Source: an optimization exercise on an open RTL-to-GDS flow (aim: small area and a short achievable clock period). Production flows keep margins and buffers that such runs may drop. Only the layout flow was run in this run; the RTL was not checked for function there. No driver is modelled on the clock port, so clocking that relies on it looks cheaper here than on a real chip. Power and IR drop assume default switching activity.

==> flow/design.v <==
package tenc_pkg;
    typedef struct packed {
        logic                          eof;
        logic                          bof;
        logic [2-1:0]   data;
    } in_sym_t;
    typedef struct packed {
        logic                          eof;
        logic                          bof;
        logic [6-1:0]   data;
    } res_word_t;
    typedef logic [10-1:0] blocksize_t;
    typedef logic [10-1:0] perm_p_t;
    typedef logic [12-1:0] perm_q_t;
    typedef logic [6-1:0] code_sel_t;
    typedef logic [32-1:0] wb_data_t;
endpackage
module sync_fifo #(
    parameter int  WIDTH     = 8,
    parameter int  ADDR_W    = 4,
    parameter int  LO_BITS   = 4,
    parameter bit  SPACED_POPS = 1'b0
) (
    input  logic     i_clk,
    input  logic     i_rst,
    input  logic     i_wr,
    input  logic     i_rd,
    input  logic [WIDTH-1:0] i_w_data,
    output logic [WIDTH-1:0] o_r_data,
    output logic     o_empty,
    output logic     o_empty_nxt,
    output logic     o_not_full
);
    localparam int DEPTH = 1 << ADDR_W;
    localparam int LO_W  = (ADDR_W >= LO_BITS) ? LO_BITS : ADDR_W;
    localparam int HI_W  = ADDR_W - LO_W;
    localparam int NLO   = 1 << LO_W;
    localparam int NHI   = 1 << HI_W;
    localparam logic [NLO-1:0] LO_FIRST_N = ~(NLO'(1));
    localparam logic [NHI-1:0] HI_FIRST_N = ~(NHI'(1));
    localparam logic [NLO-1:0] LO_FIRST   = NLO'(1);
    localparam logic [NHI-1:0] HI_FIRST   = NHI'(1);
    logic [DEPTH-1:0][WIDTH-1:0] mem;
    logic [WIDTH-1:0]  head;
    logic [WIDTH-1:0]  head_nxt;
    logic [WIDTH-1:0]  nxt;
    logic [NHI-1:0][WIDTH-1:0] grp_q;
    logic [WIDTH-1:0]  last_w;
    logic              was_one;
    logic [WIDTH-1:0]  r_out;
    logic [WIDTH-1:0]  out_nxt;
    logic [NLO-1:0]    rlo;
    logic [NHI-1:0]    rhi;
    logic              empty_q;
    logic              one_q;
    logic              nfull_q;
    logic              push;
    logic              pop;
    logic              inc;
    logic              dec;
    logic              empty_n;
    logic [NLO-1:0]    wlo;
    logic [NHI-1:0]    whi;
    logic [NLO-1:0]    wlo_n;
    logic [NHI-1:0]    whi_n;
    logic [NLO-1:0]    wlo_p;
    logic [NHI-1:0]    whi_p;
    logic [NHI-1:0][WIDTH-1:0] grp;
    logic              two;
    logic              f_last;
    logic [NHI-1:0]    rhi_up;
    logic [NHI-1:0]    rhi_dn;
    logic [WIDTH-1:0]  rd_word;
    assign push = i_wr & nfull_q;
    assign pop  = i_rd & ~empty_q;
    assign inc  = push & ~pop;
    assign dec  = pop & ~push;
    assign empty_n = inc ? 1'b0 : (dec ? one_q : empty_q);
    always_ff @(posedge i_clk)
    begin
        for (int k = 0; k < DEPTH; k++)
        begin
            mem[k] <= (i_w_data & {WIDTH{~(whi_n[k / NLO] | wlo_n[k % NLO])}}) |
                      (mem[k] & {WIDTH{~(whi_p[k / NLO] & wlo_p[k % NLO])}});
        end
    end
    always_comb
    begin
        for (int h = 0; h < NHI; h++)
        begin
            grp[h] = '0;
            for (int l = 0; l < NLO; l++)
            begin
                grp[h] = grp[h] | (mem[h * NLO + l] & {WIDTH{rlo[l]}});
            end
        end
    end
    generate
        if (SPACED_POPS)
        begin : g_prefetch
            always_ff @(posedge i_clk)
            begin
                grp_q   <= grp;
                last_w  <= i_w_data;
                was_one <= one_q;
            end
            always_comb
            begin
                rd_word = '0;
                for (int h = 0; h < NHI; h++)
                begin
                    rd_word = rd_word | (grp_q[h] & {WIDTH{rhi[h]}});
                end
                nxt = was_one ? last_w : rd_word;
            end
        end
        else
        begin : g_direct
            always_comb
            begin
                rd_word = '0;
                for (int h = 0; h < NHI; h++)
                begin
                    rd_word = rd_word | (grp[h] & {WIDTH{rhi[h]}});
                end
                nxt = rd_word;
            end
        end
    endgenerate
    assign head_nxt = (empty_q | (pop & one_q)) ? i_w_data : (pop ? nxt : head);
    assign out_nxt = pop ? (one_q ? i_w_data : nxt) : (empty_q ? i_w_data : head);
    always_ff @(posedge i_clk)
    begin
        head  <= head_nxt;
        r_out <= out_nxt;
    end
    assign wlo = ~wlo_n;
    assign whi = ~whi_n;
    assign rhi_up = rlo[NLO-1] ? ((rhi << 1) | (rhi >> (NHI - 1))) : rhi;
    assign rhi_dn = (rlo[0] | rlo[1]) ? ((rhi >> 1) | (rhi << (NHI - 1))) : rhi;
    assign two    = (|(wlo & ((rlo << 1) | (rlo >> (NLO - 1))))) & (|(whi & rhi_up));
    assign f_last = (|(wlo & ((rlo >> 2) | (rlo << (NLO - 2))))) & (|(whi & rhi_dn));
    always_ff @(posedge i_clk)
    begin
        if (i_rst)
        begin
            wlo_n   <= LO_FIRST_N;
            whi_n   <= HI_FIRST_N;
            wlo_p   <= LO_FIRST;
            whi_p   <= HI_FIRST;
            rlo     <= NLO'(2);
            rhi     <= NHI'(1);
            empty_q <= 1'b1;
            one_q   <= 1'b0;
            nfull_q <= 1'b1;
        end
        else
        begin
            if (push)
            begin
                wlo_n <= (wlo_n << 1) | (wlo_n >> (NLO - 1));
                if (~wlo_n[NLO-1])
                begin
                    whi_n <= (whi_n << 1) | (whi_n >> (NHI - 1));
                end
                wlo_p <= (wlo_p << 1) | (wlo_p >> (NLO - 1));
                if (wlo_p[NLO-1])
                begin
                    whi_p <= (whi_p << 1) | (whi_p >> (NHI - 1));
                end
            end
            if (pop)
            begin
                rlo <= (rlo << 1) | (rlo >> (NLO - 1));
                if (rlo[NLO-1])
                begin
                    rhi <= (rhi << 1) | (rhi >> (NHI - 1));
                end
            end
            empty_q <= empty_n;
            one_q   <= inc ? empty_q : (dec ? two : one_q);
            nfull_q <= inc ? ~f_last : (dec ? 1'b1 : nfull_q);
        end
    end
    assign o_r_data    = r_out;
    assign o_empty     = empty_q;
    assign o_empty_nxt = i_rst | empty_n;
    assign o_not_full  = nfull_q;
endmodule
module sync_fifo_bin #(
    parameter int  WIDTH     = 4,
    parameter int  ADDR_W    = 4
) (
    input  logic     i_clk,
    input  logic     i_rst,
    input  logic     i_wr,
    input  logic     i_rd,
    input  logic [WIDTH-1:0] i_w_data,
    output logic [WIDTH-1:0] o_r_data,
    output logic     o_empty,
    output logic     o_empty_nxt,
    output logic     o_not_full
);
    localparam int DEPTH = 1 << ADDR_W;
    logic [DEPTH-1:0][WIDTH-1:0] mem;
    logic [WIDTH-1:0]  head;
    logic [WIDTH-1:0]  head_nxt;
    logic [WIDTH-1:0]  out_nxt;
    logic [WIDTH-1:0]  r_out;
    logic [ADDR_W-1:0] wp;
    logic [ADDR_W-1:0] rp;
    logic              empty_q;
    logic              one_q;
    logic              nfull_q;
    logic              push;
    logic              pop;
    logic              inc;
    logic              dec;
    logic              empty_n;
    logic              two;
    logic              f_last;
    logic [WIDTH-1:0]  rd_word;
    assign push = i_wr & nfull_q;
    assign pop  = i_rd & ~empty_q;
    assign inc  = push & ~pop;
    assign dec  = pop & ~push;
    assign empty_n = inc ? 1'b0 : (dec ? one_q : empty_q);
    always_ff @(posedge i_clk)
    begin
        mem[wp] <= i_w_data;
    end
    assign rd_word  = mem[rp];
    assign head_nxt = (empty_q | (pop & one_q)) ? i_w_data : (pop ? rd_word : head);
    assign out_nxt  = pop ? (one_q ? i_w_data : rd_word) : (empty_q ? i_w_data : head);
    always_ff @(posedge i_clk)
    begin
        head  <= head_nxt;
        r_out <= out_nxt;
    end
    assign two    = (wp == rp + 1'b1);
    assign f_last = (wp == rp - 2'd2);
    always_ff @(posedge i_clk)
    begin
        if (i_rst)
        begin
            wp      <= '0;
            rp      <= ADDR_W'(1);
            empty_q <= 1'b1;
            one_q   <= 1'b0;
            nfull_q <= 1'b1;
        end
        else
        begin
            if (push)
            begin
                wp <= wp + 1'b1;
            end
            if (pop)
            begin
                rp <= rp + 1'b1;
            end
            empty_q <= empty_n;
            one_q   <= inc ? empty_q : (dec ? two : one_q);
            nfull_q <= inc ? ~f_last : (dec ? 1'b1 : nfull_q);
        end
    end
    assign o_r_data    = r_out;
    assign o_empty     = empty_q;
    assign o_empty_nxt = i_rst | empty_n;
    assign o_not_full  = nfull_q;
endmodule
module wb_regs
(
    input  logic      i_clk,
    input  logic      i_rst,
    input  logic      i_wb_cyc,
    input  logic      i_wb_stb,
    input  logic      i_wb_we,
    input  tenc_pkg::wb_data_t  i_wb_dat,
    output logic      o_wb_ack,
    output tenc_pkg::wb_data_t  o_wb_dat,
    output logic      o_rx_push,
    output tenc_pkg::in_sym_t   o_rx_sym,
    input  logic      i_rx_empty,
    input  logic      i_rx_empty_nxt,
    input  logic      i_enc_ready,
    output logic      o_enc_valid,
    output logic      o_rx_pop,
    output logic      o_tx_pop,
    input  tenc_pkg::res_word_t i_tx_head,
    input  logic      i_tx_empty,
    input  logic      i_res_eof_accepted
);
    localparam int PUSH_BIT = 15;
    localparam int RDEN_BIT = 13;
    localparam int EOF_BIT  = 7;
    localparam int BOF_BIT  = 6;
    localparam int AVAIL_BIT = 15;
    localparam int ALIVE_BIT = 14;
    logic     req;
    logic     ack;
    logic     rd_en;
    logic     drain;
    logic     drain_n;
    logic     enc_valid;
    logic     readable;
    tenc_pkg::wb_data_t rdata;
    assign req = i_wb_cyc & i_wb_stb;
    assign o_rx_push = req & ~ack & i_wb_we & i_wb_dat[PUSH_BIT];
    assign o_rx_sym.eof  = i_wb_dat[EOF_BIT];
    assign o_rx_sym.bof  = i_wb_dat[BOF_BIT];
    assign o_rx_sym.data = i_wb_dat[1:0];
    assign o_tx_pop = req & ack & rd_en;
    assign o_rx_pop = enc_valid & i_enc_ready;
    always_ff @(posedge i_clk)
    begin
        if (i_rst)
        begin
            ack <= 1'b0;
        end
        else
        begin
            ack <= req & ~ack;
        end
    end
    always_ff @(posedge i_clk)
    begin
        if (i_rst)
        begin
            rd_en <= 1'b0;
        end
        else if (req & ack)
        begin
            rd_en <= i_wb_dat[RDEN_BIT];
        end
    end
    assign drain_n = (o_rx_push & i_wb_dat[EOF_BIT]) | (drain & ~i_rx_empty);
    always_ff @(posedge i_clk)
    begin
        if (i_rst)
        begin
            drain     <= 1'b0;
            enc_valid <= 1'b0;
        end
        else
        begin
            drain     <= drain_n;
            enc_valid <= drain_n & ~i_rx_empty_nxt;
        end
    end
    always_ff @(posedge i_clk)
    begin
        if (i_rst)
        begin
            readable <= 1'b0;
        end
        else if (i_res_eof_accepted)
        begin
            readable <= 1'b1;
        end
        else if (i_tx_empty)
        begin
            readable <= 1'b0;
        end
    end
    always_comb
    begin
        rdata            = '0;
        rdata[AVAIL_BIT] = readable;
        rdata[ALIVE_BIT] = 1'b1;
        rdata[7:0]       = i_tx_head;
    end
    assign o_wb_ack    = ack;
    assign o_wb_dat    = rdata;
    assign o_enc_valid = enc_valid;
endmodule
module code_param_rom
(
    input  logic       i_clk,
    input  logic       i_rst,
    input  tenc_pkg::code_sel_t  i_sel,
    output tenc_pkg::blocksize_t o_blocksize,
    output tenc_pkg::perm_p_t    o_p,
    output tenc_pkg::perm_q_t    o_q0,
    output tenc_pkg::perm_q_t    o_q1,
    output tenc_pkg::perm_q_t    o_q2,
    output tenc_pkg::perm_q_t    o_q3
);
    typedef struct packed {
        tenc_pkg::blocksize_t blocksize;
        tenc_pkg::perm_p_t    p;
        tenc_pkg::perm_q_t    q0;
        tenc_pkg::perm_q_t    q1;
        tenc_pkg::perm_q_t    q2;
        tenc_pkg::perm_q_t    q3;
    } code_entry_t;
    code_entry_t entry;
    function automatic code_entry_t lookup(input tenc_pkg::code_sel_t sel);
        code_entry_t e;
        case (sel)
            6'd0:        e = {10'd14,  10'd9,  12'd3, 12'd11, 12'd51,  12'd19};
            6'd1:        e = {10'd38,  10'd17, 12'd3, 12'd23, 12'd63,  12'd11};
            6'd2:        e = {10'd51,  10'd23, 12'd3, 12'd23, 12'd107, 12'd107};
            6'd3:        e = {10'd55,  10'd23, 12'd3, 12'd43, 12'd131, 12'd115};
            6'd4, 6'd33: e = {10'd59,  10'd23, 12'd3, 12'd11, 12'd23,  12'd219};
            6'd5:        e = {10'd62,  10'd23, 12'd3, 12'd35, 12'd63,  12'd63};
            6'd6:        e = {10'd69,  10'd25, 12'd3, 12'd7,  12'd111, 12'd103};
            6'd7:        e = {10'd84,  10'd23, 12'd3, 12'd7,  12'd83,  12'd71};
            6'd8:        e = {10'd85,  10'd23, 12'd3, 12'd55, 12'd255, 12'd215};
            6'd9:        e = {10'd93,  10'd25, 12'd3, 12'd31, 12'd111, 12'd107};
            6'd10:       e = {10'd96,  10'd25, 12'd3, 12'd11, 12'd103, 12'd107};
            6'd11:       e = {10'd100, 10'd23, 12'd3, 12'd35, 12'd131, 12'd127};
            6'd12:       e = {10'd108, 10'd29, 12'd3, 12'd19, 12'd123, 12'd123};
            6'd13:       e = {10'd115, 10'd29, 12'd3, 12'd23, 12'd239, 12'd239};
            6'd14:       e = {10'd123, 10'd31, 12'd3, 12'd15, 12'd7,   12'd3};
            6'd15:       e = {10'd128, 10'd31, 12'd3, 12'd7,  12'd135, 12'd131};
            6'd16:       e = {10'd130, 10'd31, 12'd3, 12'd7,  12'd11,  12'd3};
            6'd17:       e = {10'd144, 10'd31, 12'd3, 12'd3,  12'd3,   12'd3};
            6'd18:       e = {10'd170, 10'd33, 12'd3, 12'd63, 12'd523, 12'd515};
            6'd19:       e = {10'd175, 10'd37, 12'd3, 12'd11, 12'd3,   12'd11};
            6'd20:       e = {10'd188, 10'd37, 12'd3, 12'd15, 12'd167, 12'd159};
            6'd21:       e = {10'd192, 10'd37, 12'd3, 12'd7,  12'd183, 12'd123};
            6'd22:       e = {10'd194, 10'd39, 12'd3, 12'd3,  12'd319, 12'd319};
            6'd23:       e = {10'd256, 10'd45, 12'd3, 12'd7,  12'd199, 12'd183};
            6'd24:       e = {10'd264, 10'd43, 12'd3, 12'd3,  12'd27,  12'd11};
            6'd25:       e = {10'd298, 10'd49, 12'd3, 12'd15, 12'd23,  12'd3};
            6'd26:       e = {10'd307, 10'd49, 12'd3, 12'd27, 12'd3,   12'd7};
            6'd27:       e = {10'd333, 10'd49, 12'd3, 12'd23, 12'd3,   12'd23};
            6'd28:       e = {10'd355, 10'd53, 12'd3, 12'd19, 12'd239, 12'd223};
            6'd29:       e = {10'd400, 10'd53, 12'd3, 12'd43, 12'd243, 12'd219};
            6'd30:       e = {10'd438, 10'd59, 12'd3, 12'd7,  12'd247, 12'd243};
            6'd31:       e = {10'd444, 10'd59, 12'd3, 12'd35, 12'd731, 12'd715};
            6'd32:       e = {10'd539, 10'd65, 12'd3, 12'd15, 12'd31,  12'd3};
            default:     e = '0;
        endcase
        lookup = e;
    endfunction
    always_ff @(posedge i_clk)
    begin
        if (i_rst)
        begin
            entry <= '0;
        end
        else
        begin
            entry <= lookup(i_sel);
        end
    end
    assign o_blocksize = entry.blocksize;
    assign o_p         = entry.p;
    assign o_q0        = entry.q0;
    assign o_q1        = entry.q1;
    assign o_q2        = entry.q2;
    assign o_q3        = entry.q3;
endmodule
module tenc_bridge_top
(
    input  logic       i_clk,
    input  logic       i_rst,
    input  logic       i_wb_cyc,
    input  logic       i_wb_stb,
    input  logic       i_wb_we,
    input  tenc_pkg::wb_data_t   i_wb_dat,
    output logic       o_wb_ack,
    output tenc_pkg::wb_data_t   o_wb_dat,
    input  tenc_pkg::code_sel_t  i_param_sel,
    output logic       o_enc_valid,
    input  logic       i_enc_ready,
    output tenc_pkg::in_sym_t    o_enc_sym,
    input  logic       i_res_valid,
    output logic       o_res_ready,
    input  tenc_pkg::res_word_t  i_res_word,
    output tenc_pkg::blocksize_t o_blocksize,
    output tenc_pkg::perm_p_t    o_p,
    output tenc_pkg::perm_q_t    o_q0,
    output tenc_pkg::perm_q_t    o_q1,
    output tenc_pkg::perm_q_t    o_q2,
    output tenc_pkg::perm_q_t    o_q3
);
    logic      rx_push;
    tenc_pkg::in_sym_t   rx_sym;
    logic      rx_pop;
    logic      rx_empty;
    logic      rx_empty_nxt;
    logic      tx_push;
    logic      tx_pop;
    logic      tx_not_full;
    logic      tx_empty;
    tenc_pkg::res_word_t tx_head;
    logic      res_eof_accepted;
    assign o_res_ready      = tx_not_full;
    assign tx_push          = i_res_valid & tx_not_full;
    assign res_eof_accepted = tx_push & i_res_word.eof;
    wb_regs u_regs (
        .i_clk              (i_clk),
        .i_rst              (i_rst),
        .i_wb_cyc           (i_wb_cyc),
        .i_wb_stb           (i_wb_stb),
        .i_wb_we            (i_wb_we),
        .i_wb_dat           (i_wb_dat),
        .o_wb_ack           (o_wb_ack),
        .o_wb_dat           (o_wb_dat),
        .o_rx_push          (rx_push),
        .o_rx_sym           (rx_sym),
        .i_rx_empty         (rx_empty),
        .i_rx_empty_nxt     (rx_empty_nxt),
        .i_enc_ready        (i_enc_ready),
        .o_enc_valid        (o_enc_valid),
        .o_rx_pop           (rx_pop),
        .o_tx_pop           (tx_pop),
        .i_tx_head          (tx_head),
        .i_tx_empty         (tx_empty),
        .i_res_eof_accepted (res_eof_accepted)
    );
    sync_fifo_bin #(
        .WIDTH     (2 + 2),
        .ADDR_W    (4)
    ) u_rx_fifo (
        .i_clk    (i_clk),
        .i_rst    (i_rst),
        .i_wr     (rx_push),
        .i_rd     (rx_pop),
        .i_w_data (rx_sym),
        .o_r_data (o_enc_sym),
        .o_empty  (rx_empty),
        .o_empty_nxt (rx_empty_nxt),
        .o_not_full  ()
    );
    sync_fifo #(
        .WIDTH     (6 + 2),
        .ADDR_W    (8),
        .LO_BITS   (4),
        .SPACED_POPS (1'b1)
    ) u_tx_fifo (
        .i_clk    (i_clk),
        .i_rst    (i_rst),
        .i_wr     (tx_push),
        .i_rd     (tx_pop),
        .i_w_data (i_res_word),
        .o_r_data (tx_head),
        .o_empty  (tx_empty),
        .o_empty_nxt (),
        .o_not_full  (tx_not_full)
    );
    code_param_rom u_rom (
        .i_clk       (i_clk),
        .i_rst       (i_rst),
        .i_sel       (i_param_sel),
        .o_blocksize (o_blocksize),
        .o_p         (o_p),
        .o_q0        (o_q0),
        .o_q1        (o_q1),
        .o_q2        (o_q2),
        .o_q3        (o_q3)
    );
endmodule
==> flow/flow/run.sh <==
#!/bin/bash
# Layout flow: the standard flow (standard.sh) with different tool options
# for the port buffers, the clock tree and net fanout. Each ORFS step keeps
# its own log under orfs/logs/; the make output goes to standard_flow.log here.
set -e
cp standard.sh standard_sh_used.txt
# Port buffers: a regular buffer instead of the default pick (a delay cell)
export BUFFER_PORTS_ARGS="-buffer_cell sky130_fd_sc_hd__buf_4"
# Clock tree: larger sink clusters and no dummy loads
export CTS_ARGS="-sink_clustering_enable -repair_clock_nets -sink_clustering_size 24 -sink_clustering_max_diameter 100 -dont_use_dummy_load"
# Fanout cap before each step that repairs the design
export PRE_GLOBAL_PLACE_TCL="$PWD/flow/fanout.tcl"
export PRE_RESIZE_TCL="$PWD/flow/fanout.tcl"
export PRE_CTS_TCL="$PWD/flow/fanout.tcl"
export PRE_GLOBAL_ROUTE_TCL="$PWD/flow/fanout.tcl"
bash standard.sh finish > standard_flow.log 2>&1
==> flow/flow/fanout.tcl <==
# Cap signal fanout so the repair steps split the wide write-data and
# pointer nets into smaller nets
set_max_fanout 40 [current_design]
==> flow/standard.sh <==
#!/bin/bash
# synth_recipe.tcl (not shown) runs the flow's synth.tcl, then flattens the netlist and writes it again
# the make line also repeats each setting of config.mk as NAME=value (left out here)
make -C /OpenROAD-flow-scripts/flow DESIGN_CONFIG=/design/flow/config.mk WORK_HOME=/design/flow/orfs CLKGATE_MAP_FILE= SYNTH_SCRIPT=/design/flow/synth_recipe.tcl "${@:-finish}"
==> flow/config.mk <==
export PLATFORM = sky130hd
export DESIGN_NAME = tenc_bridge_top
export DESIGN_NICKNAME = tenc_bridge_top
export VERILOG_FILES = /design/flow/design.v
export SDC_FILE = /design/flow/constraint.sdc
export NUM_CORES = 4
export LEC_CHECK = 0
export CAP_MARGIN = 20
export CORE_MARGIN = 2
export CORE_UTILIZATION = 60
export CTS_CLUSTER_DIAMETER = 100
export CTS_CLUSTER_SIZE = 24
export SETUP_SLACK_MARGIN = 3.7
export SLEW_MARGIN = 20
==> flow/constraint.sdc <==
create_clock -name core_clock -period 6.0 [get_ports {i_clk}]
set_input_delay 1.2000 -clock core_clock [delete_from_list [all_inputs] [get_ports {i_clk}]]
set_output_delay 1.2000 -clock core_clock [all_outputs]
set_load 0.01 [all_outputs]
==> run notes <==
[stage by stage]
step                      setup slack, ns  total power, mW  cell area, um2  hold slack, ns    util
after floorplan                     3.359            26.90           87990          0.3308       -
after global placement              2.358            28.83           89260          0.3647  0.6139
after detailed placement            2.695            29.10           89260          0.3610  0.6139
after CTS                           3.437            37.20           92590          0.4049  0.6369
after global routing                3.411            38.75           92830          0.4113  0.6385
final                               3.443            37.55           92860          0.4023  0.6387
[power by group through the flow]
stage,clock network [mW],logic [mW],registers [mW]
floorplan,0,4.50,22.4
global placement,0,5.52,23.3
detailed placement,0,5.69,23.4
CTS,8.31,5.76,23.1
global route,8.85,6.24,23.7
finish,8.32,5.88,23.3
[how the worst min path moves through the flow]
stage	depth (start not counted)	from	end
6_report	0	u_tx_fifo.one_q	u_tx_fifo.was_one
5_1_grt	0	u_tx_fifo.one_q	u_tx_fifo.was_one
4_1_cts	0	u_tx_fifo.one_q	u_tx_fifo.was_one
3_5_place_dp	0	u_tx_fifo.one_q	u_tx_fifo.was_one
3_3_place_gp	0	u_tx_fifo.one_q	u_tx_fifo.was_one
2_1_floorplan	0	u_tx_fifo.one_q	u_tx_fifo.was_one
[flip-flops by register name, summed over array words and instances, names as in the netlist, 34 cells and up]
name	cells
u_rom.entry	34
u_rx_fifo.mem	64
u_tx_fifo.grp_q	128
u_tx_fifo.mem	2048
[cells by family (layout without fill, tap and decap cells)]
kind of cell    after synthesis  in the layout  share of synthesized area
other cells                   2             58                 0.00008570
flops                      2422           2422                     0.5547
simple gates               1153           1153                    0.05727
buf+inv                     790            417                    0.03726
xor+xnor                     17             17                   0.001913
mux                          64             64                   0.009837
fa+ha+maj                    21             21                   0.002970
compound gates             3462           3462                     0.3360
[repair_timing]
item / in CTS / in global routing
pin swaps: 16 / 8
setup buffers: 4 / 3
hold endpoints to repair: 0 / 0
resized for setup: 156 / 57
setup endpoints to repair: 227 / 130
[synth_stat cells (all sizes together) (7+ instances only)]
cell       n
and3       7
a211oi    10
xnor2     11
nor2b     38
a21oi    108
nor2     333
a221oi   547
clkbuf   622
mux2i     31
dfxtp   2410
o211ai    21
ha        20
nand2b    31
mux2      17
nand2    531
o22ai     13
nand4    139
buf      136
mux4      16
nand3     33
nor3      16
edfxtp    12
inv       31
a211o      8
a22o    2592
o21ai    103
[placed cells by master (no fill, tap or decap), types with 21 or more instances in the layout]
cell and count:
clkbuf_16 110, nand3_1 33, buf_4 197, mux2i_1 23
a21oi_1 108, a221oi_1 514, dfxtp_2 81, conb_1 46
buf_6 75, dfxtp_1 2316, o21ai_0 96, nand4_1 139
inv_1 25, nor2b_1 37, o211ai_1 21, nor2_1 326
nand2_1 526, a221oi_2 32, nand2b_1 31, a22o_1 2592
[cell type report]
type / instances / area (um2) / area share
Antenna cell: 12 / 30.03 / 0.0003234
Inverter: 32 / 138.9 / 0.001496
Clock buffer: 110 / 2753 / 0.02964
Sequential cell: 2422 / 48760 / 0.5251
Tap cell: 1917 / 2399 / 0.02583
Timing Repair Buffer: 275 / 2384 / 0.02567
Multi-Input combinational cell: 4763 / 36400 / 0.3920
[routing by layer]
layer  vias up  routed length (um)  global-route usage  part of all wire
li1      30360                   -                   -                 -
met1     36610              131700              0.5974              0.40
met2      5331              140700              0.6236              0.42
met3       927               40940              0.1058              0.12
met4        20               18540              0.2079             0.056
met5         -                 143                   0           0.00043
[worst reg2reg max path, stage by stage, from the launching register on]
cell and delay, ns:
dfxtp_1 0.44, buf_4 0.29, buf_6 0.29, a22o_1 0.28, a221oi_2 0.30, nand4_1 0.49
==> metrics.yaml <==
outcome: "finished clean"
grt_setup_unrepaired: "yes"
syn_inst: 7931
crit_chain: "buf_6"
drt_first_pass_iters: 6
fp.dieH_um: 386.2
startpoint_type: "flip-flop"
rows: 140
clkLatencyLatePin_ns: 0.79
path_buf_inv: 1
drive_above_1_share: 0.07814
dp_hpwl_um: 207700
synth-async-reset-ratio: 0
setup_tns_ns: 0
p_comb_frac: 0.157
p_sw_frac: 0.2727
path_class: "reg -> out"
grt_pass1_vias: 67350
critPathTopFamily: "flip-flops"
clock_skew_ns: 0.04193
ioPinCount: 160
fin_crit_ns: 2.557
dpl.cell_count: 9402
wl_per_cell_um: 34.84
num_vias: 73250
antenna_found_initial: 17
reg2reg_depth: 5
drv_cap: 0
die_x_um: 386.2
areaGrowthSynthToFinish_pct: 5.962
fp.coreArea_um2: 145400
drc_errors: 0
yosysWarningCount: 4
yosysTopAreaCell: "dfxtp_1"
cp-end-kind: "output pin"
post_layout_nonfiller_instances: 9531
p_seq_frac: 0.622
p_leak_nw: 35.30
drtAntennaViolNets: 0
slowest_stage: "dfxtp_4"
synth_area_per_cell_um2: 11.05
p_int_mw: 27.31
fmax_ghz: 0.3911
critical-path-max-stage-delay_ns: 0.44
ys_seq_elements: 2422
cp_data_arrival_time_ns: 1.36
place.gp.congestion: 0.9582
avgViaCountPerCell: 7.685
start_util: 0.6027
cts_made_buffers: 110
finalSetupViolCount: 0
drt_wl_total_um: 332100
numPortBuffers: 87
crit_path_start: "u_tx_fifo.nfull_q"
synthDistinctLibCells: 69
cp_data_required_time_ns: 4.80
crit_path_max_fanout: 3
synth_edf_count: 12
grt_max_degree: 41
clkTransAtPathRegs_ns: 0.10
power_density_nw_per_um2: 404.4
hold_viol: 0
slew_headroom: 0.09693
cts_hold_buf: 0
synth_top_area_share: 0.5506
nets: 7677
die_area_um2: 149100
ff2ff_setup_slack_ns: 3.59
synth-seq-area-share: 0.5547
p_clk_frac: 0.221
timing.rr.start: "u_tx_fifo.rlo[7]"
grt.total_usage: 0.4294
grt_pass1_wl_um: 478000
drt_iter0_markers: 11050
cts_sinks: 2422
cp-endpoint: "o_res_ready"
cts_tree: "done"
synth.area.top_cells: "dfxtp_1 (55%), a22o_1 (26%), a221oi_1 (5.5%), clkbuf_1 (2.6%), nand2_1 (2.3%)"
power_switching_mw: 10.24
path_depth: 1
vdd_drop_max_v: 0.0002532
fill_cells: 11690
drv_slew: 0
r2r_end: "u_tx_fifo.grp_q[49]"
synth_ff_type: "dfxtp_1"
worst_pin_slew_ns: 1.355
hp-class: "reg -> reg"
fin_crit_sh: 0.4261
syn_area_um2: 87630
grt-ovfl-total: 0

[re-timing with driven ports]
The flow's constraints put no driver on any port. The routed layout listed below was extracted and timed again, unchanged, in two steps.
Step 1 (the two cells are an assumption about what drives the block):
set clk [get_ports {i_clk}]
set_driving_cell -lib_cell sky130_fd_sc_hd__clkbuf_16 $clk
set_driving_cell -lib_cell sky130_fd_sc_hd__buf_2 [delete_from_list [all_inputs] $clk]
Step 2, shift: input delay + t, output delay - t, t = (earliest + latest rising clock arrival at the registers) / 2. This alone moves slack from input paths to output paths.
a / b / c = no drivers / after step 1 / after step 2; a / b = the first two.
t (ns): 0.864
setup slack, ns: 3.443 / 3.350 / 2.866
worst setup path at the end: input to register
latest minus earliest clock arrival (ns): 0.049 / 0.048
After both steps setup and hold are still met in this run. For this run, drivers alone change the setup slack by -0.093 ns; drivers and shift together by -0.577 ns.
